This design comes from an exercise in tuning for small area and a short achievable clock period on the open sky130 flow, not from production work.
RTL that was checked went through simulation tests only; none was proved equivalent to the original.
Function not checked in runs 1, 4 and 5: the RTL went through the layout flow alone.
In runs 4 and 6 the design's own scripts or RTL, not TritonCTS, make the clock network.
The clock port is modelled as an ideal driver, which makes a skipped or thinned clock tree look cheaper than it is; a real chip needs a root buffer or a tree.
Power and IR drop assume default switching activity.

### run.sh
#!/bin/bash
# synth_recipe.tcl (not shown) runs the flow's synth.tcl, then flattens the netlist and writes it again
# the make line also repeats each setting of config.mk as NAME=value (left out here)
make -C /OpenROAD-flow-scripts/flow DESIGN_CONFIG=/design/flow/config.mk WORK_HOME=/design/flow/orfs CLKGATE_MAP_FILE= SYNTH_SCRIPT=/design/flow/synth_recipe.tcl finish
### config.mk
export PLATFORM = sky130hd
export DESIGN_NAME = sobel_filter
export DESIGN_NICKNAME = sobel_filter
export VERILOG_FILES = /design/flow/design.v
export SDC_FILE = /design/flow/constraint.sdc
export NUM_CORES = 4
export LEC_CHECK = 0
export ABC_CLOCK_PERIOD_IN_PS = 2000
export CAP_MARGIN = 20
export CORE_MARGIN = 2
export CORE_UTILIZATION = 70
export CTS_CLUSTER_DIAMETER = 80
export CTS_CLUSTER_SIZE = 25
export SETUP_SLACK_MARGIN = 3.6
export SLEW_MARGIN = 20
### constraint.sdc
create_clock -name core_clock -period 5.8 [get_ports {clk}]
set_input_delay 1.1600 -clock core_clock [delete_from_list [all_inputs] [get_ports {clk}]]
set_output_delay 1.1600 -clock core_clock [all_outputs]
set_load 0.01 [all_outputs]
### design.v
module sobel_filter #(
    parameter int IMG_WIDTH  = 128,
    parameter int IMG_HEIGHT = 128
) (
    input  logic       clk,
    input  logic       rst,
    input  logic [7:0] pixel_data,
    output logic [7:0] edge_pixel,
    output logic       edge_valid
);
    localparam int W    = IMG_WIDTH;
    localparam int FULL = 2 * IMG_WIDTH + 2;
    localparam int CW   = $clog2(FULL + 1);
    localparam int L    = 2 * W - 1;
    generate
        if (IMG_WIDTH < 8 || IMG_WIDTH > 1024 || IMG_HEIGHT < 1) begin : g_bad_param
            $error("sobel_filter: IMG_WIDTH must be 8..1024 and IMG_HEIGHT positive");
        end
    endgenerate
    logic [7:0] sr [L];
    always_ff @(posedge clk) begin
        sr[0] <= pixel_data;
        for (int k = 1; k < L; k++) sr[k] <= sr[k-1];
    end
    logic [7:0] m2_q, m0_q, t0_q, t1_q, t2_q;
    assign m2_q = sr[W - 4];
    assign m0_q = sr[W - 2];
    assign t2_q = sr[2*W - 4];
    assign t1_q = sr[2*W - 3];
    assign t0_q = sr[2*W - 2];
    logic signed [9:0] q1_a;    
    logic        [8:0] q1_b;    
    logic        [8:0] q1_c;    
    logic signed [9:0] q1_e;    
    always_ff @(posedge clk) begin
        q1_a <= $signed({2'b00, m0_q}) - $signed({2'b00, m2_q});
        q1_b <= {1'b0, t0_q} + {1'b0, t1_q};
        q1_c <= {1'b0, t1_q} + {1'b0, t2_q};
        q1_e <= $signed({2'b00, t0_q}) - $signed({2'b00, t2_q});
    end
    logic        [9:0]  q2_tsum;   
    logic signed [10:0] q2_y;      
    logic signed [10:0] q2_r;      
    logic signed [10:0] q2_qn;     
    always_ff @(posedge clk) begin
        q2_tsum <= {1'b0, q1_b} + {1'b0, q1_c};
        q2_y    <= 11'(q1_e) + (11'(q1_a) <<< 1);
        q2_r    <= $signed({2'b00, q1_c}) - 11'(q1_a);
        q2_qn   <= 11'(q1_a) + $signed({2'b00, q1_b});
    end
    logic [7:0] b0;
    assign b0 = sr[0];
    logic signed [10:0] p_x0;    
    logic signed [11:0] p_y;     
    logic signed [10:0] p_r;     
    logic signed [10:0] p_c1;    
    always_ff @(posedge clk) begin
        p_x0 <= $signed({1'b0, q2_tsum}) - $signed({3'b000, b0});
        p_y  <= 12'(q2_y) + $signed({4'b0000, b0});
        p_r  <= q2_r - $signed({3'b000, b0});
        if (q2_qn < -11'sd129)     p_c1 <= -11'sd1;
        else if (q2_qn > 11'sd639) p_c1 <= 11'sd767;
        else                       p_c1 <= q2_qn + 11'sd128;
    end
    logic [7:0] b1;
    assign b1 = sr[0];
    logic signed [10:0] t_d_w, t_nd_w;
    always_comb begin
        t_d_w  = p_r - $signed({3'b000, b1});       
        t_nd_w = $signed({3'b000, b1}) - p_r;       
    end
    logic signed [10:0] t_khi;           
    logic signed [11:0] t_k1;            
    logic        [8:0]  t_k2;            
    logic               t_dflag;
    logic        [6:0]  t_dl;
    always_ff @(posedge clk) begin
        t_khi   <= p_c1 - $signed({3'b000, b1});
        t_k1    <= 12'(p_x0) - $signed({3'b000, b1, 1'b0});
        if (p_y < 12'sd0)        t_k2 <= 9'd0;
        else if (p_y > 12'sd256) t_k2 <= 9'd256;
        else                     t_k2 <= p_y[8:0];
        t_dflag <= (!t_d_w[10] && t_d_w[9:7] != 3'b000) || (!t_nd_w[10] && t_nd_w[9:7] != 3'b000);
        t_dl    <= t_d_w[10] ? t_nd_w[6:0] : t_d_w[6:0];
    end
    logic [6:0] i_sp, i_sn, t_vpos, t_vneg;
    always_ff @(posedge clk) begin
        i_sp   <= pixel_data[6:0] - q2_qn[6:0];           
        i_sn   <= 7'd1 + q2_qn[6:0] - pixel_data[6:0];    
        t_vpos <= pixel_data[6:0] + i_sp;                 
        t_vneg <= ~pixel_data[6:0] + i_sn;                
    end
    logic [CW-1:0] pix_cnt;
    logic          win_full;
    always_ff @(posedge clk or negedge rst) begin
        if (!rst) begin
            pix_cnt  <= '0;
            win_full <= 1'b0;
        end else begin
            if (pix_cnt != CW'(FULL)) begin
                pix_cnt <= pix_cnt + 1'b1;
            end
            win_full <= (pix_cnt == CW'(FULL));
        end
    end
    logic [7:0] p;
    assign p = sr[0];
    function automatic logic ge10(input logic [7:0] v, input logic signed [10:0] k);
        ge10 = k[10] || (k[9:8] == 2'b00 && v >= k[7:0]);
    endfunction
    function automatic logic ge11(input logic [7:0] v, input logic signed [11:0] k);
        ge11 = k[11] || (k[10:8] == 3'b000 && v >= k[7:0]);
    endfunction
    logic       sat, ge1, ge2, big;
    logic [6:0] m7;
    always_comb begin
        sat  = t_dflag || ge10(p, t_khi) || (t_khi[10:9] == 2'b01)
            || (t_khi[10:8] == 3'b001 && t_khi[7:0] >= p);
        ge1  = ge11(p, t_k1);
        ge2  = ({1'b0, p} >= t_k2);
        big  = (ge1 == ge2);
        m7   = big ? (ge1 ? t_vpos : t_vneg) : t_dl;
    end
    always_ff @(posedge clk or negedge rst) begin
        if (!rst) begin
            edge_pixel <= '0;
            edge_valid <= 1'b0;
        end else begin
            edge_valid <= win_full;
            edge_pixel <= win_full ? (sat ? 8'hFF : {m7, 1'b0}) : 8'h00;
        end
    end
endmodule
==> run notes, run 1 <==
* Area grow syn2layout at 10.8%
* Largest net degree at the start of global routing at 27
* Minimum clock period at 2.54 ns
* Rel. slew slack at 46.3%
* Synth area leader: dfxtp_1
* Sequential area share after synthesis at 85.8%
* Critical path's top delay family: simple AND/OR/NAND/NOR gates
* WL per Instance at 22.1 um
* Netlist cell types at 69
* Worst Path Max Fanout at 6
* Max cap viols at 0
* RePlAce Congestion at 0.842
* Regs by FF count: sr x2040, p_y x12, t_k1 x12
* Comb pwr share at 2.0%
* Reg2reg start: p_r[0]
* Worst path slowest cell: dfxtp_2
* Status: no timing/DRC/antenna violations
* DIE AREA at 77400 um2
* HP Start: sr[37][1]
* Pwr per Cell Area at 418 nW/um2
* HP Class: reg -> reg
* Setup WS post-layout at 3.26 ns
* Most flop-heavy register: sr
* Filler cells at 3592
* Slowest stage delay, CP at 0.35 ns
* Max reg flops at 2040
* Remaining Overflow, GRT at 0
* Fin crit share at 43.8%
* Final setup fails at 0
* Cell depth of the worst hold path at 0
* CTS buffer count at 102
* Die Ht at 278 um
* R2R depth at 11
* DRT iter0 DRCs at 1278
* Cell Area, Placed at 54200 um2
* Row count at 100
* Commonest non-fill, non-tap cell in the layout: dfxtp_1
* Total track usage at 24.3%
* Setup repair after global routing missed its margin: yes
* CTS HTree Levels at 3
* Register bit total from synthesis at 2250
* R2R setup slack at 3.26 ns
* Pleak at 24.2 nW
* Most Used Layer, Global Route: met2
* Worst-margin pin slew at 0.802 ns
* Drt pass-1 iters at 5
* Initial antenna violation count at 8
* Worst Path Arrival at 3.15 ns
* Clk network pwr share at 33.3%
* Sw frac at 21.1%
* DRT antenna net count at 0
* Final Hold Fails at 0
* Clock Latency Late Sink at 0.70 ns
* Worst setup EP type: flip-flop
* Met3 Track Usage GR at 3.26%
* Final clock skew at 0.0454 ns
* Met2 Resource Use GR at 42.1%
* Reg power frac at 64.7%
* Drt total wl at 97.9 mm
* CP Capture Point: t_dl[6]
* Crit-path cells: inv_2, ha_4, fa_2, and2b_4, o21bai_4, a311oi_4, buf_6, or3_4, and2_4, mux2i_2, xor2_1
* Mapped Area at 52600 um2
* Worst setup path startpoint: p_r[0]
* Post-synth ARST share at 0.844%
* Most frequent cells in the layout: dfxtp_1, ha_1, inv_1, clkbuf_16, xnor2_1
* Effective utilization at floorplan at 70.7%
* Placed Cells at 4241
* I/O pin count at 19
* Clk sink count at 2250
* Average size of a mapped cell at 16.1 um2
* First-pass GRT wire length at 143 mm
* Clock buffer depth at 3
* Post-DP HPWL at 45.4 mm
* CTS clk-pin slew, worst paths at 0.12 ns
* Worst flop-to-flop path endpoint: t_dl[6]
* Number of global-route vias before repair at 24200
* DRC viols at 0
* Fmax at 0.394 GHz
* Via count at 22300
* EDFF count, synth at 0
* Critical Path RT at 6.41 ns
* Sum Neg Setup Slack at 0 ns
* TritonCTS clock tree: yes
* Die width at 278 um
* Nets@finish at 3651
* Crit path kind: reg -> reg
* Post-synth top area share at 84.9%
* Net Sw Power at 5.15 mW
* Mapped Nets at 3471
* Worst-case vdd ir drop at 386 uV
* Largest cells by area after synthesis: dfxtp_1, ha_1, xnor2_1, inv_1, dfrtp_1
* Routed vias/inst at 5.03
* Stages on the worst setup path at 11
* CP Buf/Inv Count at 2
* Clock Root Buffer: clkbuf_16
* PortBufs at 18
* Synth Instances at 3258
* Slew Limit Fails at 0
* Grt met1 use at 32.0%
* Internal power at 19.2 mW
* Final non-filler cell total at 4422
* CORE AREA at 74400 um2
* Layout cell share with drive strength beyond 1 at 11.4%
* Warnings from Yosys at 2
* Tot Pwr at 24.4 mW
* Top_reg_cell synth: dfxtp_1
* Post-route cell area at 58300 um2
* CP startpoint kind: flip-flop
* Worst Setup Slack post-DPL at 2.45 ns
[synth_stat cells (3+ instances only)]
library cell	number
dfxtp_1	2231
ha_1	184
inv_1	169
xnor2_1	81
a21oi_1	74
o21ai_0	57
nor2_1	52
nand2_1	48
xor2_1	43
a21o_1	33
nor2b_1	30
nor3_1	27
dfrtp_1	19
fa_1	19
a211oi_1	18
nand3_1	16
o21a_1	16
a21boi_0	14
o21bai_1	14
nand2b_1	13
and2_1	11
nand4_1	8
or3_1	7
or2_2	6
mux2i_1	5
nor4_1	5
o21ai_1	4
a2111oi_0	3
a31oi_1	3
[worst min-delay path by stage]
| stage | endpoint | slack, ns |
|---|---|---|
| finish | sr[38][1] | 0.30 |
| global route | sr[38][1] | 0.28 |
| CTS | sr[40][1] | 0.30 |
| detailed placement | sr[114][5] | 0.31 |
| global placement | sr[206][7] | 0.31 |
| floorplan | q2_y[0] | 0.31 |
[power by group through the flow]
| stage | Sequential, mW | Clock (mW) | Combinational [mW] |
|---|---|---|---|
| 2_1_floorplan | 16.1 | 0 | 0.290 |
| 3_5_place_dp | 16.1 | 0 | 0.380 |
| 3_3_place_gp | 16.1 | 0 | 0.365 |
| 4_1_cts | 15.8 | 8.15 | 0.449 |
| 5_1_grt | 15.8 | 8.67 | 0.540 |
| 6_report | 15.8 | 8.10 | 0.490 |
[layout make-up]
class	count	area, um2	share of cell area (%)
Tap cell	969	1210	2.08
Antenna cell	2	5.00	0.00858
Clock buffer	105	2580	4.43
Timing Repair Buffer	82	678	1.16
Clock inverter	12	238	0.408
Sequential cell	2250	45200	77.5
Inverter	170	679	1.17
Multi-Input combinational cell	832	7720	13.2
[routing by layer]
metal | part of all wire (%) | vias to the layer above
met5 | 0.013 | -
met4 | 3.1 | 2
met3 | 3.6 | 191
met2 | 51 | 506
met1 | 42 | 10900
li1 | - | 10600
[repair_timing]
action | 4_1_cts | 5_1_grt
cloned | 0 | 0
pin swaps | 41 | 57
hold buffers | 0 | 0
setup endpoints to repair | 95 | 77
resized for setup | 186 | 111
setup buffers | 38 | 24
endpoints found under the hold margin | 0 | 0
[stage by stage]
step	utilization, %	hold slack [ns]
2_1_floorplan	-	0.310
3_3_place_gp	72.8	0.310
3_5_place_dp	72.8	0.312
4_1_cts	77.5	0.304
5_1_grt	78.3	0.284
6_report	78.3	0.298
[kinds of logic (layout without fill, tap and decap cells)]
kind of cell | Yosys count | after routing | synth area share (%)
other | 0 | 2 | 0
muxes | 7 | 7 | 0.159
xor gates and xnor gates | 125 | 125 | 2.10
and+or+nand+nor | 238 | 238 | 2.33
DFF | 2250 | 2250 | 85.8
buffers and inverters | 176 | 369 | 1.28
AOI/OAI and AO/OA | 259 | 259 | 3.25
adders and majority gates | 203 | 203 | 5.10
==> run 2, diff against run 1 <==
--- a/design.v
+++ b/design.v
@@ -65,14 +65,8 @@
     logic [7:0] b1;
     assign b1 = sr[0];
-    logic signed [10:0] t_d_w, t_nd_w;
-    always_comb begin
-        t_d_w  = p_r - $signed({3'b000, b1});       
-        t_nd_w = $signed({3'b000, b1}) - p_r;       
-    end
     logic signed [10:0] t_khi;           
     logic signed [11:0] t_k1;            
     logic        [8:0]  t_k2;            
-    logic               t_dflag;
-    logic        [6:0]  t_dl;
+    logic signed [10:0] t_d;             
     always_ff @(posedge clk) begin
         t_khi   <= p_c1 - $signed({3'b000, b1});
@@ -81,6 +75,5 @@
         else if (p_y > 12'sd256) t_k2 <= 9'd256;
         else                     t_k2 <= p_y[8:0];
-        t_dflag <= (!t_d_w[10] && t_d_w[9:7] != 3'b000) || (!t_nd_w[10] && t_nd_w[9:7] != 3'b000);
-        t_dl    <= t_d_w[10] ? t_nd_w[6:0] : t_d_w[6:0];
+        t_d     <= p_r - $signed({3'b000, b1});
     end
     logic [6:0] i_sp, i_sn, t_vpos, t_vneg;
@@ -112,13 +105,15 @@
         ge11 = k[11] || (k[10:8] == 3'b000 && v >= k[7:0]);
     endfunction
-    logic       sat, ge1, ge2, big;
-    logic [6:0] m7;
+    logic       sat, ge1, ge2, big, dflag;
+    logic [6:0] m7, dl;
     always_comb begin
-        sat  = t_dflag || ge10(p, t_khi) || (t_khi[10:9] == 2'b01)
+        dflag = (t_d >= 11'sd128) || (t_d <= -11'sd128);    
+        dl    = t_d[10] ? 7'(-t_d) : t_d[6:0];               
+        sat  = dflag || ge10(p, t_khi) || (t_khi[10:9] == 2'b01)
             || (t_khi[10:8] == 3'b001 && t_khi[7:0] >= p);
         ge1  = ge11(p, t_k1);
         ge2  = ({1'b0, p} >= t_k2);
         big  = (ge1 == ge2);
-        m7   = big ? (ge1 ? t_vpos : t_vneg) : t_dl;
+        m7   = big ? (ge1 ? t_vpos : t_vneg) : dl;
     end
     always_ff @(posedge clk or negedge rst) begin
--- a/config.mk
+++ b/config.mk
@@ -10,6 +10,6 @@
 export CORE_MARGIN = 2
 export CORE_UTILIZATION = 70
-export CTS_CLUSTER_DIAMETER = 80
-export CTS_CLUSTER_SIZE = 25
+export CTS_CLUSTER_DIAMETER = 60
+export CTS_CLUSTER_SIZE = 20
 export SETUP_SLACK_MARGIN = 3.6
 export SLEW_MARGIN = 20
==> run 2 against run 1 <==
Against the previous run: cell count unchanged; worst setup slack got worse by 0.083 ns; combinational power decreased by 18%; die area decreased by 0.74%; critical path type unchanged; still clean on timing, DRC and antenna; utilization increased by 1.3 points; synthesized cell count decreased by 1.6%; routed wire length increased by 8.6%; largest power group unchanged; power increased by 6.6%; sequential power about the same; maximum frequency decreased by 3.2%.
==> run notes, run 2 <==
* Total track usage at 26.6% (+2.2 points)
* Die width at 277 um (-0.37%)
* Area grow syn2layout at 13.2%
* Register bit total from synthesis at 2253 (+0.13%)
* Most frequent cell after synthesis: dfxtp_1
* Max cap viols at 0 (unchanged)
* Routed vias/inst at 5.15 (+2.4%)
* PortBufs at 18 (unchanged)
* Largest cells by area after synthesis: dfxtp_1, ha_1, xnor2_1, inv_1, dfrtp_1
* I/O pin count at 19 (unchanged)
* Average size of a mapped cell at 16.3 um2 (+0.86%)
* Finished Core Util at 79.7% (+1.3 points)
* Final Hold Fails at 0 (unchanged)
* DRT antenna net count at 0 (unchanged)
* Drt pass-1 iters at 5 (unchanged)
* CTS buffer count at 137 (+34%)
* Reg2reg start: sr[252][1]
* Sequential area share after synthesis at 86.6% (+0.77 points)
* CTS clk-pin slew, worst paths at 0.10 ns (-0.02 ns)
* Layout cell share with drive strength beyond 1 at 13.0% (+1.5 points)
* Mapped Area at 52200 um2 (-0.75%)
* Clk sink count at 2253 (+0.13%)
* Pwr per Cell Area at 439 nW/um2 (+5.2%)
* CP Buf/Inv Count at 0 (-2)
* Final clock skew at 0.0457 ns (+0.000273 ns)
* Netlist cell types at 51 (-26%)
* Final non-filler cell total at 4422 (unchanged)
* Row count at 100 (unchanged)
* Commonest non-fill, non-tap cell in the layout: dfxtp_1
* Remaining Overflow, GRT at 0 (unchanged)
* HP Start: sr[185][6]
* Die Ht at 277 um (-0.37%)
* Most frequent cells in the layout: dfxtp_1, ha_1, clkbuf_16, inv_1, xnor2_1
* Regs by FF count: sr x2040, p_y x12, t_k1 x12
* Slowest stage delay, CP at 0.53 ns (+0.18 ns)
* Fmax at 0.381 GHz (-3.2%)
* Pleak at 24.6 nW (+1.7%)
* Final setup fails at 0 (unchanged)
* WL per Instance at 24.1 um (+8.6%)
* Worst Path Max Fanout at 4 (-2)
* DRC viols at 0 (unchanged)
* CORE AREA at 74200 um2 (-0.34%)
* Most flop-heavy register: sr
* Clock Latency Late Sink at 0.77 ns (+0.07 ns)
* Synth Instances at 3206 (-1.6%)
* Worst-margin pin slew at 0.941 ns (+0.138 ns)
* Worst path slowest cell: o21ai_1
* Via count at 22800 (+2.4%)
* Critical Path RT at 6.40 ns (about the same)
* Crit path kind: reg -> reg
* Clock buffer depth at 3 (unchanged)
* Crit-path cells: ha_1, a21o_1, a21oi_2, nor2b_1, o21ai_1, a21oi_1, xor2_1
* Clock Root Buffer: clkbuf_16
* Cell Area, Placed at 53800 um2 (-0.72%)
* Slew Limit Fails at 0 (unchanged)
* Worst setup path startpoint: sr[252][1]
* TritonCTS clock tree: yes
* First-pass GRT wire length at 153 mm (+6.6%)
* Synth area leader: dfxtp_1
* Top_reg_cell synth: dfxtp_1
* Post-DP HPWL at 46.2 mm (+1.8%)
* CP startpoint kind: flip-flop
* Critical path's top delay family: compound AO/OA/AOI/OAI gates
* Sum Neg Setup Slack at 0 ns (unchanged)
* RePlAce Congestion at 0.849 (+0.89%)
* Status: no timing/DRC/antenna violations
* Drt total wl at 106 mm (+8.6%)
* Number of global-route vias before repair at 25000 (+3.4%)
* Initial antenna violation count at 7 (-1)
* Minimum clock period at 2.62 ns (+0.0831 ns)
* DIE AREA at 76800 um2 (-0.74%)
* Max reg flops at 2040 (unchanged)
* Mapped Nets at 3411 (-1.7%)
* Effective utilization at floorplan at 70.4% (-0.30 points)
* HP Class: reg -> reg
* Largest net degree at the start of global routing at 22 (-19%)
* Worst Path Arrival at 3.23 ns (+0.08 ns)
* Post-synth top area share at 85.6% (+0.76 points)
* Nets@finish at 3623 (-0.77%)
* CTS HTree Levels at 4 (+1)
* Placed Cells at 4191 (-1.2%)
* Worst-case vdd ir drop at 338 uV (-12%)
* EDFF count, synth at 0 (unchanged)
* Rel. slew slack at 37.1% (-9.3 points)
* Fin crit share at 45.2% (+1.4 points)
* Synth cell count leaders: dfxtp_1, ha_1, inv_1
* Worst setup EP type: flip-flop
* Warnings from Yosys at 2 (unchanged)
* Post-route cell area at 59100 um2 (+1.4%)
* Setup repair after global routing missed its margin: yes
* Post-synth ARST share at 0.843% (-0.0011 points)
* DRT iter0 DRCs at 1639 (+28%)
==> run 2: cell types whose count changed after synthesis, sizes merged, moves of 10 or more <==
| cell | before | now |
|---|---|---|
| inv | 169 | 150 |
| a21oi | 75 | 59 |
| nand2 | 49 | 35 |
| nand2b | 13 | 27 |
| nor2 | 52 | 66 |
| o21ai | 61 | 47 |
| xor2 | 43 | 53 |
==> run 2: area by class of cell <==
class	instances	area, um2
clock inverter	29	465
tap	969	1210
antenna	2	5.00
multi-input combinational	800	7410
fill	3475	15100
timing repair buffer	76	652
clock buffer	143	3490
sequential	2253	45200
inverter	150	616
==> run 2: logic make-up (layout without fill, tap and decap cells) <==
logic type                 count (synthesis)  count (layout)  synth area share, %
DFF                                     2253            2253                 86.6
and+or+nand+nor                          260             260                 2.54
AOI/OAI and AO/OA                        210             210                 2.58
adders and majority gates                195             195                 4.93
buffers and inverters                    153             398                 1.10
xor gates and xnor gates                 133             133                 2.25
muxes                                      2               2               0.0383
other                                      0               2                    0
==> run 2: stage by stage <==
step | power (mW) | worst slack (ns) | hold slack, ns
6_report | 26.0 | 3.18 | 0.301
5_1_grt | 26.6 | 3.10 | 0.319
4_1_cts | 25.9 | 3.35 | 0.312
3_5_place_dp | 16.5 | 2.43 | 0.312
3_3_place_gp | 16.4 | 2.40 | 0.310
2_1_floorplan | 16.3 | 3.36 | 0.310
==> run 2: repair_timing <==
action,in CTS,in global routing
setup endpoints to repair,81,68
setup buffers,28,29
resized for setup,169,126
hold buffers,0,0
pin swaps,42,67
==> run 2: power breakdown <==
part	leakage [nW]	switching, mW	total [mW]	internal (mW)
sequential	18.4	0.101	15.8	15.7
combinational	4.19	0.208	0.401	0.193
clock	1.93	5.23	9.79	4.56
total	24.6	5.54	26.0	20.4
==> run 2: worst paths after layout <==
kind | end | slack, ns | cells past startpoint
hold / removal | sr[186][6] | 0.30 | 0
max in group asynchronous | edge_valid | 4.27 | 1
setup / recovery | q1_c[7] | 3.18 | 7
min in group asynchronous | pix_cnt[2] | 0.95 | 1
hold reg to reg | sr[186][6] | 0.30 | 0
setup reg to reg | q1_c[7] | 3.18 | 7
==> run 2: routing by layer <==
| metal | up-vias | GRT usage (%) | part of all wire [%] |
|---|---|---|---|
| li1 | 10500 | - | - |
| met1 | 11100 | 32.2 | 40 |
| met2 | 780 | 45.2 | 50 |
| met3 | 369 | 5.60 | 5.2 |
| met4 | 10 | 13.3 | 5.5 |
| met5 | - | 0 | 0.057 |
==> run 3, diff against run 2 <==
--- a/design.v
+++ b/design.v
@@ -55,4 +55,5 @@
     logic signed [10:0] p_r;     
     logic signed [10:0] p_c1;    
+    logic        [6:0]  p_qn;
     always_ff @(posedge clk) begin
         p_x0 <= $signed({1'b0, q2_tsum}) - $signed({3'b000, b0});
@@ -62,11 +63,15 @@
         else if (q2_qn > 11'sd639) p_c1 <= 11'sd767;
         else                       p_c1 <= q2_qn + 11'sd128;
+        p_qn <= q2_qn[6:0];
     end
     logic [7:0] b1;
     assign b1 = sr[0];
+    logic signed [10:0] t_d_w;
+    always_comb t_d_w = p_r - $signed({3'b000, b1});
     logic signed [10:0] t_khi;           
     logic signed [11:0] t_k1;            
     logic        [8:0]  t_k2;            
-    logic signed [10:0] t_d;             
+    logic               t_dflag;
+    logic        [6:0]  t_dl, t_sp, t_sn;
     always_ff @(posedge clk) begin
         t_khi   <= p_c1 - $signed({3'b000, b1});
@@ -75,12 +80,8 @@
         else if (p_y > 12'sd256) t_k2 <= 9'd256;
         else                     t_k2 <= p_y[8:0];
-        t_d     <= p_r - $signed({3'b000, b1});
-    end
-    logic [6:0] i_sp, i_sn, t_vpos, t_vneg;
-    always_ff @(posedge clk) begin
-        i_sp   <= pixel_data[6:0] - q2_qn[6:0];           
-        i_sn   <= 7'd1 + q2_qn[6:0] - pixel_data[6:0];    
-        t_vpos <= pixel_data[6:0] + i_sp;                 
-        t_vneg <= ~pixel_data[6:0] + i_sn;                
+        t_dflag <= (t_d_w >= 11'sd128) || (t_d_w <= -11'sd128);
+        t_dl    <= t_d_w[10] ? 7'(-t_d_w) : t_d_w[6:0];
+        t_sp    <= 7'(b1) - p_qn;             
+        t_sn    <= 7'd1 + p_qn - 7'(b1);      
     end
     logic [CW-1:0] pix_cnt;
@@ -105,15 +106,15 @@
         ge11 = k[11] || (k[10:8] == 3'b000 && v >= k[7:0]);
     endfunction
-    logic       sat, ge1, ge2, big, dflag;
-    logic [6:0] m7, dl;
+    logic       sat, ge1, ge2, big;
+    logic [6:0] vpos, vneg, m7;
     always_comb begin
-        dflag = (t_d >= 11'sd128) || (t_d <= -11'sd128);    
-        dl    = t_d[10] ? 7'(-t_d) : t_d[6:0];               
-        sat  = dflag || ge10(p, t_khi) || (t_khi[10:9] == 2'b01)
+        sat  = t_dflag || ge10(p, t_khi) || (t_khi[10:9] == 2'b01)
             || (t_khi[10:8] == 3'b001 && t_khi[7:0] >= p);
         ge1  = ge11(p, t_k1);
         ge2  = ({1'b0, p} >= t_k2);
         big  = (ge1 == ge2);
-        m7   = big ? (ge1 ? t_vpos : t_vneg) : dl;
+        vpos = p[6:0] + t_sp;
+        vneg = ~p[6:0] + t_sn;
+        m7   = big ? (ge1 ? vpos : vneg) : t_dl;
     end
     always_ff @(posedge clk or negedge rst) begin
--- a/config.mk
+++ b/config.mk
@@ -10,6 +10,6 @@
 export CORE_MARGIN = 2
 export CORE_UTILIZATION = 70
-export CTS_CLUSTER_DIAMETER = 60
-export CTS_CLUSTER_SIZE = 20
+export CTS_CLUSTER_DIAMETER = 80
+export CTS_CLUSTER_SIZE = 25
 export SETUP_SLACK_MARGIN = 3.6
 export SLEW_MARGIN = 20
==> run 3 against run 2 <==
Against the previous run: still clean; register-to-register slack improved by 0.14 ns; worst setup slack improved by 0.14 ns; power is 8.0% lower; critical path depth rose by 2; worst hold slack worse by 0.0029 ns; non-clock buffer count rose by 6; area after synthesis decreased by 0.30%; clock skew down 0.0062 ns; maximum frequency grew 5.6%; first-iteration DRC count shrank 34%.
==> run notes, run 3 <==
* CORE AREA at 73300 um2 (-1.2%)
* Drt total wl at 84.6 mm (-20%)
* Sw frac at 20.5% (-0.85 points)
* Fmax at 0.403 GHz (+5.6%)
* Net Sw Power at 4.89 mW (-12%)
* Final clock skew at 0.0396 ns (-0.00617 ns)
* Clock buffer depth at 3 (unchanged)
* Fin crit share at 42.8% (-2.4 points)
* Layout cell share with drive strength beyond 1 at 10.7% (-2.3 points)
* Via count at 21300 (-6.4%)
* DIE AREA at 76600 um2 (-0.30%)
* Max reg flops at 2040 (unchanged)
* RePlAce Congestion at 0.832 (-2.1%)
* Synth Instances at 3212 (+0.19%)
* Mapped Area at 52100 um2 (-0.30%)
* HP Class: reg -> reg
* Register bit total from synthesis at 2243 (-0.44%)
* Final setup fails at 0 (unchanged)
* Post-CTS Hold Fix Bufs at 0 (unchanged)
* Mapped Nets at 3417 (+0.18%)
* Pwr per Cell Area at 415 nW/um2 (-5.6%)
* Most frequent cell after synthesis: dfxtp_1
* DRT iter0 DRCs at 1076 (-34%)
* Regs by FF count: sr x2040, p_y x12, t_k1 x12
* Largest net degree at the start of global routing at 27 (+23%)
* Clk network pwr share at 32.4% (-5.3 points)
* Slew Limit Fails at 0 (unchanged)
* Max cap viols at 0 (unchanged)
* DRT antenna net count at 0 (unchanged)
* CP startpoint kind: flip-flop
* Pleak at 23.8 nW (-2.9%)
* Worst-case vdd ir drop at 351 uV (+3.6%)
* I/O pin count at 19 (unchanged)
* Synth cell count leaders: dfxtp_1, ha_1, inv_1
* Worst Path Arrival at 3.06 ns (-0.17 ns)
* EDFF count, synth at 0 (unchanged)
* Comb pwr share at 1.9% (+0.4 points)
* Area grow syn2layout at 10.6%
* WL per Instance at 19.4 um (-19%)
* Die width at 277 um (-0.15%)
* Critical Path RT at 6.37 ns (-0.03 ns)
* Setup WS post-layout at 3.32 ns (+0.140 ns)
* Filler cells at 3701 (+6.5%)
* Number of global-route vias before repair at 23200 (-7.4%)
* Routed vias/inst at 4.88 (-5.2%)
* Setup repair after global routing missed its margin: yes
* Die Ht at 277 um (-0.15%)
* Status: no timing/DRC/antenna violations
* Post-synth top area share at 85.5% (-0.13 points)
* Top_reg_cell synth: dfxtp_1
* Average size of a mapped cell at 16.2 um2 (-0.49%)
* Initial antenna violation count at 3 (-4)
* PortBufs at 18 (unchanged)
* Clock Latency Late Sink at 0.69 ns (-0.08 ns)
* CTS HTree Levels at 3 (-1)
* Most frequent cells in the layout: dfxtp_1, ha_1, inv_1, clkbuf_16, xnor2_1
* Drt pass-1 iters at 5 (unchanged)
* TritonCTS clock tree: yes
* Sequential area share after synthesis at 86.4% (-0.12 points)
* Post-DP HPWL at 41.9 mm (-9.4%)
* Commonest non-fill, non-tap cell in the layout: dfxtp_1
* Synth area leader: dfxtp_1
* CTS clk-pin slew, worst paths at 0.10 ns (about the same)
* Remaining Overflow, GRT at 0 (unchanged)
* Warnings from Yosys at 2 (unchanged)
* Clk sink count at 2243 (-0.44%)
* Worst Path Max Fanout at 4 (unchanged)
* Nets@finish at 3598 (-0.69%)
* First-pass GRT wire length at 133 mm (-13%)
* ANT cells at 0 (-2)
* Tot Pwr at 23.9 mW (-8.0%)
* DRC viols at 0 (unchanged)
* Clock Root Buffer: clkbuf_16
* Worst Setup Slack post-DPL at 2.37 ns (-0.0639 ns)
* Worst setup EP type: flip-flop
* Netlist cell types at 52 (+2.0%)
* Minimum clock period at 2.48 ns (-0.140 ns)
* Final Hold Fails at 0 (unchanged)
* Crit path kind: reg -> reg
* Total track usage at 22.4% (-4.1 points)
* Reg power frac at 65.6% (+4.8 points)
* Effective utilization at floorplan at 71.0% (+0.62 points)
* Post-synth ARST share at 0.847% (+0.0038 points)
* Rel. slew slack at 44.8% (+7.7 points)
* Most flop-heavy register: sr
* CTS buffer count at 100 (-27%)
* Internal power at 19.0 mW (-7.0%)
* Largest cells by area after synthesis: dfxtp_1, ha_1, xnor2_1, inv_1, dfrtp_1
* Sum Neg Setup Slack at 0 ns (unchanged)
* Worst-margin pin slew at 0.825 ns (-0.116 ns)
* Row count at 99 (-1.0%)
[run 3: layout make-up]
class | count | area (um2) | share of cell area (%)
Clock inverter | 10 | 166 | 0.289
Multi-Input combinational cell | 820 | 7280 | 12.6
Tap cell | 959 | 1200 | 2.08
Timing Repair Buffer | 82 | 786 | 1.36
Clock buffer | 106 | 2550 | 4.42
Sequential cell | 2243 | 45000 | 78.2
Inverter | 146 | 578 | 1.00
[run 3: routing by layer]
metal  track usage [%]  wire length, um
met2              38.3            41100
met1              29.9            38100
met4              7.51             2850
met5                 0               11
met3              3.11             2560
[run 3: critical path: stages (launching register included)]
cell	delay (ns)
dfxtp_4	0.41
ha_4	0.18
fa_2	0.36
and2b_2	0.26
o2111ai_4	0.14
a31oi_4	0.17
nor2_1	0.07
xor2_1	0.15
or4_1	0.51
o21a_1	0.12
[run 3: metrics by stage]
step                cells  utilization (%)  instance area (um2)  hold WS [ns]
floorplan            3212                -                52100         0.310
global placement     4186             73.0                53500         0.310
detailed placement   4186             73.0                53500         0.312
CTS                  4344             77.7                57000         0.293
global route         4366             78.5                57600         0.301
finish               4366             78.5                57600         0.298
[run 3: final timing paths]
kind / start / endpoint / slack [ns] / cells after the start
worst max-delay path: sr[0][0] / t_dflag / 3.32 / 9
worst min register to register: sr[178][6] / sr[179][6] / 0.30 / 0
worst max register to register: sr[0][0] / t_dflag / 3.32 / 9
max in group asynchronous: rst / pix_cnt[0] / 4.34 / 1
min in group asynchronous: rst / edge_pixel[1] / 0.94 / 1
worst min-delay path: sr[178][6] / sr[179][6] / 0.30 / 0
[run 3: logic make-up (layout without fill, tap and decap cells)]
| group | count (synthesis) | after routing | synth area share, % |
|---|---|---|---|
| buffers and inverters | 149 | 344 | 1.07 |
| multiplexers | 1 | 1 | 0.0192 |
| XOR/XNOR | 130 | 130 | 2.20 |
| adder cells (fa/ha/maj) | 195 | 195 | 4.95 |
| AO/OA/AOI/OAI | 249 | 249 | 3.03 |
| flip-flops | 2243 | 2243 | 86.4 |
| AND/OR/NAND/NOR | 245 | 245 | 2.30 |
[run 3: power by group through the flow]
stage	clock [mW]	combinational (mW)	sequential, mW
after floorplan	0	0.263	16.0
after global placement	0	0.330	16.0
after detailed placement	0	0.342	16.0
after CTS	7.83	0.411	15.7
after global routing	8.35	0.508	15.7
final	7.75	0.463	15.7
[run 3: repair_timing]
action,4_1_cts,5_1_grt
resized for setup,167,121
setup buffers,40,22
gates cloned,2,0
pin swaps,54,72
endpoints found under the setup margin,72,77
==> run 4, diff against run 3 <==
--- a/design.v
+++ b/design.v
@@ -55,5 +55,4 @@
     logic signed [10:0] p_r;     
     logic signed [10:0] p_c1;    
-    logic        [6:0]  p_qn;
     always_ff @(posedge clk) begin
         p_x0 <= $signed({1'b0, q2_tsum}) - $signed({3'b000, b0});
@@ -63,15 +62,12 @@
         else if (q2_qn > 11'sd639) p_c1 <= 11'sd767;
         else                       p_c1 <= q2_qn + 11'sd128;
-        p_qn <= q2_qn[6:0];
     end
     logic [7:0] b1;
     assign b1 = sr[0];
-    logic signed [10:0] t_d_w;
-    always_comb t_d_w = p_r - $signed({3'b000, b1});
     logic signed [10:0] t_khi;           
     logic signed [11:0] t_k1;            
     logic        [8:0]  t_k2;            
-    logic               t_dflag;
-    logic        [6:0]  t_dl, t_sp, t_sn;
+    logic signed [10:0] t_d;             
+    logic        [6:0]  t_nd;            
     always_ff @(posedge clk) begin
         t_khi   <= p_c1 - $signed({3'b000, b1});
@@ -80,8 +76,13 @@
         else if (p_y > 12'sd256) t_k2 <= 9'd256;
         else                     t_k2 <= p_y[8:0];
-        t_dflag <= (t_d_w >= 11'sd128) || (t_d_w <= -11'sd128);
-        t_dl    <= t_d_w[10] ? 7'(-t_d_w) : t_d_w[6:0];
-        t_sp    <= 7'(b1) - p_qn;             
-        t_sn    <= 7'd1 + p_qn - 7'(b1);      
+        t_d     <= p_r - $signed({3'b000, b1});
+        t_nd    <= b1[6:0] - p_r[6:0];
+    end
+    logic [6:0] i_sp, i_sn, t_vpos, t_vneg;
+    always_ff @(posedge clk) begin
+        i_sp   <= pixel_data[6:0] - q2_qn[6:0];           
+        i_sn   <= 7'd1 + q2_qn[6:0] - pixel_data[6:0];    
+        t_vpos <= pixel_data[6:0] + i_sp;                 
+        t_vneg <= ~pixel_data[6:0] + i_sn;                
     end
     logic [CW-1:0] pix_cnt;
@@ -106,15 +107,16 @@
         ge11 = k[11] || (k[10:8] == 3'b000 && v >= k[7:0]);
     endfunction
-    logic       sat, ge1, ge2, big;
-    logic [6:0] vpos, vneg, m7;
+    logic       sat, ge1, ge2, big, dflag;
+    logic [6:0] m7, dl;
     always_comb begin
-        sat  = t_dflag || ge10(p, t_khi) || (t_khi[10:9] == 2'b01)
+        dflag = (!t_d[10] && t_d[9:7] != 3'b000)
+             || (t_d[10] && (t_d[9:7] != 3'b111 || t_d[6:0] == 7'd0));
+        dl    = t_d[10] ? t_nd : t_d[6:0];                   
+        sat  = dflag || ge10(p, t_khi) || (t_khi[10:9] == 2'b01)
             || (t_khi[10:8] == 3'b001 && t_khi[7:0] >= p);
         ge1  = ge11(p, t_k1);
         ge2  = ({1'b0, p} >= t_k2);
         big  = (ge1 == ge2);
-        vpos = p[6:0] + t_sp;
-        vneg = ~p[6:0] + t_sn;
-        m7   = big ? (ge1 ? vpos : vneg) : t_dl;
+        m7   = big ? (ge1 ? t_vpos : t_vneg) : dl;
     end
     always_ff @(posedge clk or negedge rst) begin
==> flow/run.sh (new file) <==
#!/bin/bash
# The standard layout, with the clock tree built by flow/cts_hook.tcl.
set -euo pipefail
export PRE_CTS_TCL="$PWD/flow/cts_hook.tcl"
bash standard.sh finish > make_finish.log 2>&1
==> flow/cts_hook.tcl (new file) <==
# Run by ORFS's CTS step (PRE_CTS_TCL) with the placed design loaded: build a
# two-level clock tree (clock port -> 4 root buffers -> 24 leaf buffers each -> flops)
# instead of TritonCTS's three-level H-tree, then let the rest of the CTS step
# (legalisation, setup and hold repair) run as usual.
source [file join [file dirname [info script]] mytree.tcl]
mt_build clk sky130_fd_sc_hd__clkbuf_16 4 24
set_propagated_clock [all_clocks]
rename clock_tree_synthesis {}
proc clock_tree_synthesis {args} { puts "cts_hook: clock tree already built" }
==> flow/mytree.tcl (new file) <==
# Two-level clock tree: the clock port drives nroot root buffers, one per region
# of the flip-flops; each drives nleaf leaf buffers in its region; each leaf
# buffer drives a compact group of flip-flops found by recursive bisection.
proc mt_center {it} {
  set b [[$it getInst] getBBox]
  return [list [expr {([$b xMin] + [$b xMax]) / 2}] [expr {([$b yMin] + [$b yMax]) / 2}]]
}
# split a list of {x y iterm} into k groups of near equal size by recursive
# cuts across the longer side
proc mt_bisect {items k} {
  if {$k <= 1 || [llength $items] < 2} { return [list $items] }
  set xs [lmap i $items {lindex $i 0}]; set ys [lmap i $items {lindex $i 1}]
  set wx [expr {[tcl::mathfunc::max {*}$xs] - [tcl::mathfunc::min {*}$xs]}]
  set wy [expr {[tcl::mathfunc::max {*}$ys] - [tcl::mathfunc::min {*}$ys]}]
  set idx [expr {$wx >= $wy ? 0 : 1}]
  set s [lsort -integer -index $idx $items]
  set k1 [expr {$k / 2}]
  set h [expr {([llength $s] * $k1) / $k}]
  return [concat [mt_bisect [lrange $s 0 [expr {$h - 1}]] $k1] \
                 [mt_bisect [lrange $s $h end] [expr {$k - $k1}]]]
}
proc mt_centroid {items} {
  set sx 0; set sy 0
  foreach i $items { set sx [expr {$sx + [lindex $i 0]}]; set sy [expr {$sy + [lindex $i 1]}] }
  set n [llength $items]
  return [list [expr {$sx / $n}] [expr {$sy / $n}]]
}
proc mt_build {clkname bufname nroot nleaf} {
  set block [ord::get_db_block]
  set db [ord::get_db]
  set master [$db findMaster $bufname]
  set clknet [$block findNet $clkname]
  set items {}
  foreach it [$clknet getITerms] {
    lappend items [concat [mt_center $it] [list $it]]
  }
  puts "mytree: [llength $items] sinks"
  set quads [mt_bisect $items $nroot]
  set qi 0
  foreach q $quads {
    set rnet [odb::dbNet_create $block "clknet_r$qi"]
    $rnet setSigType CLOCK
    set rinst [odb::dbInst_create $block $master "clkbuf_r$qi"]
    [$rinst findITerm A] connect $clknet
    [$rinst findITerm X] connect $rnet
    set leaves [mt_bisect $q $nleaf]
    set li 0
    set lc {}
    foreach l $leaves {
      set lnet [odb::dbNet_create $block "clknet_r${qi}_l$li"]
      $lnet setSigType CLOCK
      set linst [odb::dbInst_create $block $master "clkbuf_r${qi}_l$li"]
      [$linst findITerm A] connect $rnet
      [$linst findITerm X] connect $lnet
      foreach i $l {
        set it [lindex $i 2]
        $it disconnect
        $it connect $lnet
      }
      set c [mt_centroid $l]
      lappend lc [list {*}$c x]
      $linst setLocation [expr {int([lindex $c 0]) - [$master getWidth] / 2}] [expr {int([lindex $c 1])}]
      $linst setPlacementStatus PLACED
      incr li
    }
    set c [mt_centroid $lc]
    $rinst setLocation [expr {int([lindex $c 0]) - [$master getWidth] / 2}] [expr {int([lindex $c 1])}]
    $rinst setPlacementStatus PLACED
    puts "mytree: root $qi with [llength $leaves] leaves, [llength $q] sinks"
    incr qi
  }
}
==> standard.sh (new file) <==
#!/bin/bash
# synth_recipe.tcl (not shown) runs the flow's synth.tcl, then flattens the netlist and writes it again
# the make line also repeats each setting of config.mk as NAME=value (left out here)
make -C /OpenROAD-flow-scripts/flow DESIGN_CONFIG=/design/flow/config.mk WORK_HOME=/design/flow/orfs CLKGATE_MAP_FILE= SYNTH_SCRIPT=/design/flow/synth_recipe.tcl "${@:-finish}"
--- a/config.mk
+++ b/config.mk
@@ -10,6 +10,4 @@
 export CORE_MARGIN = 2
 export CORE_UTILIZATION = 70
-export CTS_CLUSTER_DIAMETER = 80
-export CTS_CLUSTER_SIZE = 25
 export SETUP_SLACK_MARGIN = 3.6
 export SLEW_MARGIN = 20
removed: run.sh
==> run 4 against run 3 <==
Against the previous run: still clean; register-to-register slack improved by 0.11 ns; cell area rose by 0.49%; die area rose by 1.8%; maximum frequency rose by 4.6%; sequential power barely moved; clock power fell by 0.8%; first-iteration DRC count rose by 51%; power rose by 0.19%; largest cell class unchanged; largest power group unchanged.
==> run notes, run 4 <==
* Status: no timing/DRC/antenna violations
* WL per Instance at 24.7 um (+28%)
* Post-synth top area share at 84.6% (-0.94 points)
* Commonest non-fill, non-tap cell in the layout: dfxtp_1
* Total track usage at 26.6% (+4.2 points)
* Synth area leader: dfxtp_1
* Pleak at 24.0 nW (+0.83%)
* Most frequent cells in the layout: dfxtp_1, ha_1, inv_1, clkbuf_16, xnor2_1
* Top_reg_cell synth: dfxtp_1
* Hold EP: sr[252][3]
* Slew Limit Fails at 0 (unchanged)
* ANT cells at 0 (unchanged)
* DIE AREA at 78000 um2 (+1.8%)
* CP Buf/Inv Count at 1 (+1)
* Die Ht at 279 um (+0.91%)
* Crit-path cells: ha_4, inv_1, fa_2, nor2b_2, o21ai_1, a21boi_2, o21ai_2, nor2b_1, xnor2_1
* Mapped Nets at 3538 (+3.5%)
* Worst Setup Slack post-DPL at 2.45 ns (+0.0791 ns)
* R2R setup slack at 3.43 ns (+0.11 ns)
* Post-route cell area at 57900 um2 (+0.49%)
* Layout cell share with drive strength beyond 1 at 9.08% (-1.6 points)
* Final setup fails at 0 (unchanged)
* CORE AREA at 74700 um2 (+1.9%)
* Worst setup EP type: flip-flop
* PortBufs at 18 (unchanged)
* EDFF count, synth at 0 (unchanged)
* Worst Path Arrival at 2.83 ns (-0.23 ns)
* Critical Path RT at 6.26 ns (-0.11 ns)
* Finished Core Util at 77.5% (-1.1 points)
* Cell depth of the worst hold path at 0 (unchanged)
* Storage cell area at 45400 um2 (+0.70%)
* I/O pin count at 19 (unchanged)
* Warnings from Yosys at 2 (unchanged)
* Most frequent cell after synthesis: dfxtp_1
* Crit path kind: reg -> reg
* Fmax at 0.421 GHz (+4.6%)
* R2R depth at 9 (unchanged)
* Number of global-route vias before repair at 25500 (+9.9%)
* Cell Area, Placed at 54600 um2 (+2.0%)
* Slowest stage delay, CP at 0.42 ns (-0.09 ns)
* DRT antenna net count at 0 (unchanged)
* Minimum clock period at 2.37 ns (-0.108 ns)
* Critical path's top delay family: adder cells
* Setup repair after global routing missed its margin: yes
* Max reg flops at 2040 (unchanged)
* Regs by FF count: sr x2040, p_y x12, t_k1 x12
* Worst Path Max Fanout at 3 (-1)
* Die width at 279 um (+0.91%)
* Stages on the worst setup path at 9 (unchanged)
* CTS clk-pin slew, worst paths at 0.10 ns (about the same)
* Effective utilization at floorplan at 71.0% (about the same)
* DRC viols at 0 (unchanged)
* HP Class: reg -> reg
* Rel. slew slack at 44.4% (-0.44 points)
* Largest cells by area after synthesis: dfxtp_1, ha_1, xnor2_1, inv_1, dfrtp_1
* Pwr per Cell Area at 414 nW/um2 (-0.30%)
* Met2 Routed Length at 56.9 mm (+39%)
* First-pass GRT wire length at 158 mm (+19%)
* Synth cell count leaders: dfxtp_1, ha_1, inv_1
* Final clock skew at 0.0570 ns (+0.0175 ns)
* Post-DP HPWL at 48.5 mm (+16%)
* Final Hold Fails at 0 (unchanged)
* Worst path slowest cell: fa_2
* Routed vias/inst at 5.28 (+8.1%)
* Register bit total from synthesis at 2259 (+0.71%)
* Worst flop-to-flop path endpoint: q2_y[7]
* Drt total wl at 110 mm (+30%)
* Setup WS post-layout at 3.43 ns (+0.108 ns)
* RePlAce Congestion at 0.837 (+0.61%)
* Synth Instances at 3327 (+3.6%)
* Post-CTS Hold Fix Bufs at 0 (unchanged)
* DR top layer: met5
* Routed met3 length at 5.21 mm (+100%)
* Nets@finish at 3693 (+2.6%)
* Worst-case vdd ir drop at 531 uV (+51%)
* Clock Latency Late Sink at 0.59 ns (-0.10 ns)
* Initial antenna violation count at 8 (+5)
* Max cap viols at 0 (unchanged)
* Reg2reg start: q1_a[0]
* Drt pass-1 iters at 7 (+2)
* CP startpoint kind: flip-flop
* Sum Neg Setup Slack at 0 ns (unchanged)
* Minimum hold slack at 0.295 ns (-0.00333 ns)
* M1 WL at 43.3 mm (+14%)
* HP Start: sr[251][3]
* Area grow syn2layout at 9.17%
* Post-synth ARST share at 0.841% (-0.0060 points)
* Via count at 23500 (+10%)
* Largest net degree at the start of global routing at 25 (-7.4%)
* Row count at 100 (+1.0%)
* Sequential area share after synthesis at 85.5% (-0.96 points)
* Fin crit share at 40.9% (-1.9 points)
* DRT iter0 DRCs at 1628 (+51%)
* Remaining Overflow, GRT at 0 (unchanged)
* Area of the multi-input gates at 7700 um2 (+5.7%)
* Filler cells at 3671 (-0.81%)
* Most flop-heavy register: sr
* Average size of a mapped cell at 15.9 um2 (-1.7%)
* Mapped Area at 53000 um2 (+1.8%)
* Netlist cell types at 61 (+17%)
* Worst-margin pin slew at 0.832 ns (+0.00664 ns)
run 4: what timing repair did:
item                                    CTS  global route
resized for setup                       131           120
endpoints found under the setup margin   89            81
buffers inserted                         19            21
pin swaps                                20            40
run 4: worst max path at each step:
stage,from,end,slack (ns)
6_report,q1_a[0],q2_y[7],3.43
5_1_grt,sr[0][0],edge_pixel[1],3.36
4_1_cts,sr[0][0],edge_pixel[1],3.39
3_5_place_dp,pixel_data[0],i_sp[6],2.45
3_3_place_gp,pixel_data[0],t_vpos[6],2.44
2_1_floorplan,pixel_data[0],t_vneg[6],3.36
run 4: where the power goes:
group          total (mW)  switching [mW]  leakage (nW)  internal (mW)
registers            15.9           0.120          18.5           15.7
clock network        7.69            4.64          1.23           3.04
logic               0.401           0.216          4.32          0.185
total                23.9            4.98          24.0           19.0
run 4: per-layer routing:
layer / up-vias / track usage [%]
met5: - / 0
met4: 6 / 7.90
met3: 307 / 3.66
met2: 808 / 48.0
met1: 11500 / 33.5
li1: 10900 / -
run 4: area by class of cell:
type	count	share of cell area, %
sequential	2259	78.4
multi-input combinational	902	13.3
timing repair buffer	59	0.798
inverter	160	1.12
buffer	100	4.32
tap	969	2.09
run 4: worst register-to-register path, delay by kind of cell (launching register included):
family / cells / cell delay (ns)
AO/OA/AOI/OAI: 3 / 0.44
XOR/XNOR: 1 / 0.36
adder cells (fa/ha/maj): 2 / 0.60
buffers and inverters: 1 / 0.08
flip-flops: 1 / 0.40
AND/OR/NAND/NOR: 2 / 0.37
run 4: metrics by stage:
step                      instances  power, mW
after CTS                      4428       23.7
final                          4449       23.9
after global placement         4309       16.5
after detailed placement       4309       16.5
after global routing           4449       24.5
after floorplan                3327       16.4
run 4: logic make-up after synthesis:
| group | share of synthesized area [%] |
|---|---|
| flops | 85.5 |
| simple gates | 2.94 |
| compound gates | 3.31 |
| fa+ha+maj | 5.01 |
| buf+inv | 1.18 |
| xor+xnor | 1.92 |
| mux | 0.172 |
==> run 5, diff against run 4 <==
==> flow/cts_hook.tcl (replaced) <==
# Run by ORFS's CTS step (PRE_CTS_TCL) with the placed design loaded: build a
# two-level clock tree (clock port -> 4 root buffers -> 28 leaf buffers each -> flops)
# instead of TritonCTS's three-level H-tree, then let the rest of the CTS step
# (legalisation, setup and hold repair) run as usual.
source [file join [file dirname [info script]] mytree.tcl]
mt_build clk sky130_fd_sc_hd__clkbuf_16 4 28
set_propagated_clock [all_clocks]
rename clock_tree_synthesis {}
proc clock_tree_synthesis {args} { puts "cts_hook: clock tree already built" }
--- a/config.mk
+++ b/config.mk
@@ -9,5 +9,5 @@
 export CAP_MARGIN = 20
 export CORE_MARGIN = 2
-export CORE_UTILIZATION = 70
+export CORE_UTILIZATION = 76
 export SETUP_SLACK_MARGIN = 3.6
 export SLEW_MARGIN = 20
==> run 5 against run 4 <==
Against the previous run: the flow now stops in global routing; synthesized cell count is the same; area after synthesis is the same.
==> run notes, run 5 <==
* Die Ht at 268 um (-4.0%)
* EDFF count, synth at 0 (unchanged)
* Kind of the worst endpoint: register input
* Most frequent cell after synthesis: dfxtp_1
* I/O pin count at 19 (unchanged)
* Mapped Nets at 3538 (unchanged)
* Remaining Overflow, GRT at 120
* Top_reg_cell synth: dfxtp_1
* Err: [ERROR GRT-0232] Routing congestion too high. Check the congestion heatmap in the GUI.
* Largest net degree at the start of global routing at 29
* Average size of a mapped cell at 15.9 um2 (unchanged)
* Total track usage at 66.2%
* Largest cells by area after synthesis: dfxtp_1, ha_1, xnor2_1, inv_1, dfrtp_1
* RePlAce Congestion at 0.866 (+3.5%)
* Netlist cell types at 61 (unchanged)
* Effective utilization at floorplan at 77.0% (+6.1 points)
* Synth area leader: dfxtp_1
* Synth cell count leaders: dfxtp_1, ha_1, inv_1
* Synth Instances at 3327 (unchanged)
* PortBufs at 18 (unchanged)
* Register bit total from synthesis at 2259 (unchanged)
* Die width at 268 um (-4.0%)
* Failing step: global routing
* Row count at 96 (-4.0%)
* GRT repair_timing worst endpoint: q2_qn[10]$_DFF_P_/D
* Sequential area share after synthesis at 85.5% (unchanged)
* Post-DP HPWL at 56.4 mm (+16%)
* Initial antenna violation count at 60
* Post-synth ARST share at 0.841% (unchanged)
* Status: aborted with a tool error
* Mapped Area at 53000 um2 (unchanged)
* Post-synth top area share at 84.6% (unchanged)
* Warnings from Yosys at 2 (unchanged)
[run 5: cell counts after synthesis]
Identical to the previous run, type by type.
[run 5: worst min-delay path by stage]
stage                            end        from  slack [ns]  depth (start not counted)
after detailed placement  sr[135][6]  sr[134][6]        0.31                          0
after floorplan              q2_y[0]     q1_e[0]        0.31                          0
after CTS                 sr[118][1]  sr[117][1]        0.30                          0
after global placement      sr[4][6]    sr[3][6]        0.31                          0
[run 5: per-layer routing]
layer,track usage (%),GRT overflow
met2,85.0,52
met5,31.5,0
met1,66.2,5
met4,60.4,55
met3,49.9,8
[run 5: logic make-up after synthesis]
logic type	count (synthesis)	share of synthesized area, %
flops	2259	85.5
simple gates	306	2.94
compound gates	270	3.31
fa+ha+maj	201	5.01
buf+inv	166	1.18
xor+xnor	116	1.92
mux	9	0.172
[run 5: power by group through the flow]
stage | combinational [mW] | sequential, mW | clock (mW)
after floorplan | 0.257 | 16.1 | 0
after global placement | 0.328 | 16.2 | 0
after CTS | 0.401 | 15.8 | 8.14
after detailed placement | 0.346 | 16.2 | 0
[run 5: metrics by stage]
step	cells	util [%]	worst slack, ns	cell area [um2]	hold slack [ns]
floorplan	3327	-	3.36	53200	0.310
global placement	4271	79.2	2.47	54500	0.310
detailed placement	4271	79.2	2.47	54500	0.312
CTS	4419	84.6	3.34	58200	0.299
[run 5: what timing repair did]
item	CTS
setup endpoints to repair	101
setup buffers	32
hold buffers	0
gates resized for setup	243
pin swaps	37
==> run 6, diff against run 5 <==
--- a/design.v
+++ b/design.v
@@ -69,5 +69,4 @@
     logic        [8:0]  t_k2;            
     logic signed [10:0] t_d;             
-    logic        [6:0]  t_nd;            
     always_ff @(posedge clk) begin
         t_khi   <= p_c1 - $signed({3'b000, b1});
@@ -77,5 +76,4 @@
         else                     t_k2 <= p_y[8:0];
         t_d     <= p_r - $signed({3'b000, b1});
-        t_nd    <= b1[6:0] - p_r[6:0];
     end
     logic [6:0] i_sp, i_sn, t_vpos, t_vneg;
@@ -110,7 +108,6 @@
     logic [6:0] m7, dl;
     always_comb begin
-        dflag = (!t_d[10] && t_d[9:7] != 3'b000)
-             || (t_d[10] && (t_d[9:7] != 3'b111 || t_d[6:0] == 7'd0));
-        dl    = t_d[10] ? t_nd : t_d[6:0];                   
+        dflag = (t_d >= 11'sd128) || (t_d <= -11'sd128);    
+        dl    = t_d[10] ? 7'(-t_d) : t_d[6:0];               
         sat  = dflag || ge10(p, t_khi) || (t_khi[10:9] == 2'b01)
             || (t_khi[10:8] == 3'b001 && t_khi[7:0] >= p);
==> flow/cts_hook.tcl (replaced) <==
# Run by ORFS's CTS step (PRE_CTS_TCL) with the placed design loaded: build a
# two-level clock tree (clock port -> 4 root buffers -> 24 leaf buffers each -> flops)
# instead of TritonCTS's three-level H-tree, then let the rest of the CTS step
# (legalisation, setup and hold repair) run as usual.
source [file join [file dirname [info script]] mytree.tcl]
mt_build clk sky130_fd_sc_hd__clkbuf_16 4 24
set_propagated_clock [all_clocks]
rename clock_tree_synthesis {}
proc clock_tree_synthesis {args} { puts "cts_hook: clock tree already built" }
--- a/config.mk
+++ b/config.mk
@@ -9,5 +9,5 @@
 export CAP_MARGIN = 20
 export CORE_MARGIN = 2
-export CORE_UTILIZATION = 76
+export CORE_UTILIZATION = 70
 export SETUP_SLACK_MARGIN = 3.6
 export SLEW_MARGIN = 20
==> run 6 against run 5 <==
Against the previous run: the run now finishes clean; area after synthesis is 1.5% lower; synthesized cell count is 3.6% lower.
==> run notes, run 6 <==
* Number of global-route vias before repair at 23400
* DRT antenna net count at 0
* Worst Setup Slack post-DPL at 2.43 ns (-0.0394 ns)
* Average size of a mapped cell at 16.3 um2 (+2.2%)
* Critical Path RT at 6.28 ns
* Crit path kind: reg -> reg
* CP startpoint kind: flip-flop
* Synth cell count leaders: dfxtp_1, ha_1, inv_1
* Final setup fails at 0
* Synth Instances at 3206 (-3.6%)
* Minimum clock period at 2.35 ns
* DRT iter0 DRCs at 1258
* Worst-margin pin slew at 0.934 ns
* Via count at 21700
* Layout cell share with drive strength beyond 1 at 10.6%
* Most flop-heavy register: sr
* Worst-case vdd ir drop at 493 uV
* Fmax at 0.426 GHz
* Clock Latency Late Sink at 0.57 ns
* Nets@finish at 3586
* Pwr per Cell Area at 410 nW/um2
* Mapped Area at 52200 um2 (-1.5%)
* Pleak at 23.8 nW
* Worst setup EP type: flip-flop
* CORE AREA at 74200 um2
* Drt pass-1 iters at 5
* Initial antenna violation count at 3
* Warnings from Yosys at 2 (unchanged)
* Finished Core Util at 77.5%
* Final Hold Fails at 0
* Fin crit share at 40.5%
* PortBufs at 18 (unchanged)
* Worst Path Arrival at 2.83 ns
* Max reg flops at 2040
* CTS clk-pin slew, worst paths at 0.11 ns
* Die width at 277 um (+3.4%)
* RePlAce Congestion at 0.849 (-1.9%)
* Largest cells by area after synthesis: dfxtp_1, ha_1, xnor2_1, inv_1, dfrtp_1
* Post-synth top area share at 85.6% (+1.1 points)
* Synth area leader: dfxtp_1
* Post-CTS Hold Fix Bufs at 0 (unchanged)
* HP Class: reg -> reg
* Register bit total from synthesis at 2253 (-0.27%)
* Effective utilization at floorplan at 70.4% (-6.7 points)
* Drt total wl at 93.8 mm
* Post-synth ARST share at 0.843% (+0.0022 points)
* Setup repair after global routing missed its margin: yes
* Row count at 100 (+4.2%)
* Sequential area share after synthesis at 86.6% (+1.1 points)
* Setup WS post-layout at 3.45 ns
* Slew Limit Fails at 0
* Remaining Overflow, GRT at 0
* Status: no timing/DRC/antenna violations
* Worst Path Max Fanout at 4
* Routed vias/inst at 4.99
* Mapped Nets at 3411 (-3.6%)
* Netlist cell types at 51 (-16%)
* ANT cells at 0
* I/O pin count at 19 (unchanged)
* DRC viols at 0
* Largest net degree at the start of global routing at 25
* WL per Instance at 21.6 um
* Sum Neg Setup Slack at 0 ns
* First-pass GRT wire length at 138 mm
* Final clock skew at 0.0262 ns
* Commonest non-fill, non-tap cell in the layout: dfxtp_1
* Post-DP HPWL at 46.2 mm (-18%)
* Most frequent cell after synthesis: dfxtp_1
* Top_reg_cell synth: dfxtp_1
* Max cap viols at 0
* Die Ht at 277 um (+3.4%)
* Rel. slew slack at 37.6%
* Most frequent cells in the layout: dfxtp_1, ha_1, inv_1, clkbuf_16, xnor2_1
* Area grow syn2layout at 10.2%
* Total track usage at 23.2%
* Regs by FF count: sr x2040, p_y x12, t_k1 x12
* EDFF count, synth at 0 (unchanged)
* DIE AREA at 76800 um2
[run 6: layout make-up]
type	instances	area (um2)
inverters	150	616
repair buffers	76	642
plain buffers	100	2500
fillers	3741	16700
well taps	969	1210
multi-input cells	800	7330
flip-flops and latches	2253	45200
[run 6: path summary, 6_finish.rpt]
path,from,slack (ns),depth (start not counted),endpoint
min,sr[227][1],0.31,0,sr[228][1]
max reg2reg,sr[0][2],3.45,9,t_d[9]
max,sr[0][2],3.45,9,t_d[9]
max in group asynchronous,rst,4.10,1,pix_cnt[2]
min reg2reg,sr[227][1],0.31,0,sr[228][1]
min in group asynchronous,rst,1.11,1,edge_pixel[5]
[run 6: worst max-delay path, stage by stage (launching register included)]
cell,delay [ns]
dfxtp_4,0.37
clkinvlp_4,0.13
buf_6,0.15
ha_4,0.24
o21a_1,0.12
o21a_1,0.19
o21a_1,0.19
or4_4,0.44
a311oi_2,0.30
xor2_1,0.16
[run 6: stage by stage]
stage	std cells	hold WS [ns]	area (um2)	total power [mW]
after floorplan	3206	0.310	52400	16.3
after global placement	4191	0.310	53800	16.4
after detailed placement	4191	0.312	53800	16.5
after CTS	4332	0.319	57000	23.6
after global routing	4348	0.325	57500	24.2
final	4348	0.310	57500	23.6
[run 6: kinds of logic after synthesis]
kind of cell | Yosys count | synth area share [%]
adder cells (fa/ha/maj) | 195 | 4.93
AND/OR/NAND/NOR | 260 | 2.54
AO/OA/AOI/OAI | 210 | 2.58
XOR/XNOR | 133 | 2.25
multiplexers | 2 | 0.0383
buffers and inverters | 153 | 1.10
flip-flops | 2253 | 86.6
[run 6: layer usage]
layer / share of wire (%) / global-route usage (%) / routed length, um
met4: 3.7 / 7.32 / 3440
met2: 50 / 40.0 / 47000
met3: 3.7 / 2.89 / 3510
met5: 0 / 0 / 0
met1: 42 / 30.8 / 39900
[run 6: power breakdown]
part	total (mW)	switching (mW)	internal [mW]
Combinational	0.401	0.206	0.195
Clock	7.41	4.38	3.03
Sequential	15.8	0.0950	15.7
Total	23.6	4.68	18.9
[run 6: what timing repair did]
| action | 4_1_cts | 5_1_grt |
|---|---|---|
| setup endpoints to repair | 88 | 70 |
| pin swaps | 41 | 47 |
| setup buffers | 41 | 16 |
| gates resized for setup | 165 | 110 |

[what the ideal ports hide]
The results above use ideal ports. As a check the final layouts listed here were re-extracted and re-timed, cells and wires unchanged.
Step 1: set_driving_cell puts a clkbuf_16 on clk and a buf_2 on each other input, an assumption about the parent block.
Step 2 adds t to the input delays and takes it off the output delays; t is the mean of the earliest and latest rising clock arrival at the registers after step 1. Input paths then give back, and output paths get back, about the clock's delay inside the block.
Three values: ideal, step 1, step 2; two values: the first two.
| run | shift t [ns] | setup WS [ns] | hold slack, ns | clock arrival spread, ns |
|---|---|---|---|---|
| run 1 | 0.764 | 3.260 / 3.260 / 2.987 | 0.298 / 0.298 / 0.298 | 0.073 / 0.073 |
| run 2 | 0.819 | 3.177 / 3.177 / 2.899 | 0.301 / 0.301 / 0.301 | 0.058 / 0.058 |
| run 3 | 0.740 | 3.317 / 3.317 / 3.317 | 0.298 / 0.298 / 0.298 | 0.054 / 0.054 |
| run 4 | 0.694 | 3.425 / 3.368 / 3.093 | 0.295 / 0.295 / 0.295 | 0.058 / 0.058 |
| run 6 | 0.698 | 3.450 / 3.427 / 3.062 | 0.310 / 0.310 / 0.310 | 0.038 / 0.038 |
After both steps every run listed still meets setup and hold. The setup slack of run 6, which loses most, moves by -0.023 ns with the drivers and by -0.388 ns with both steps.
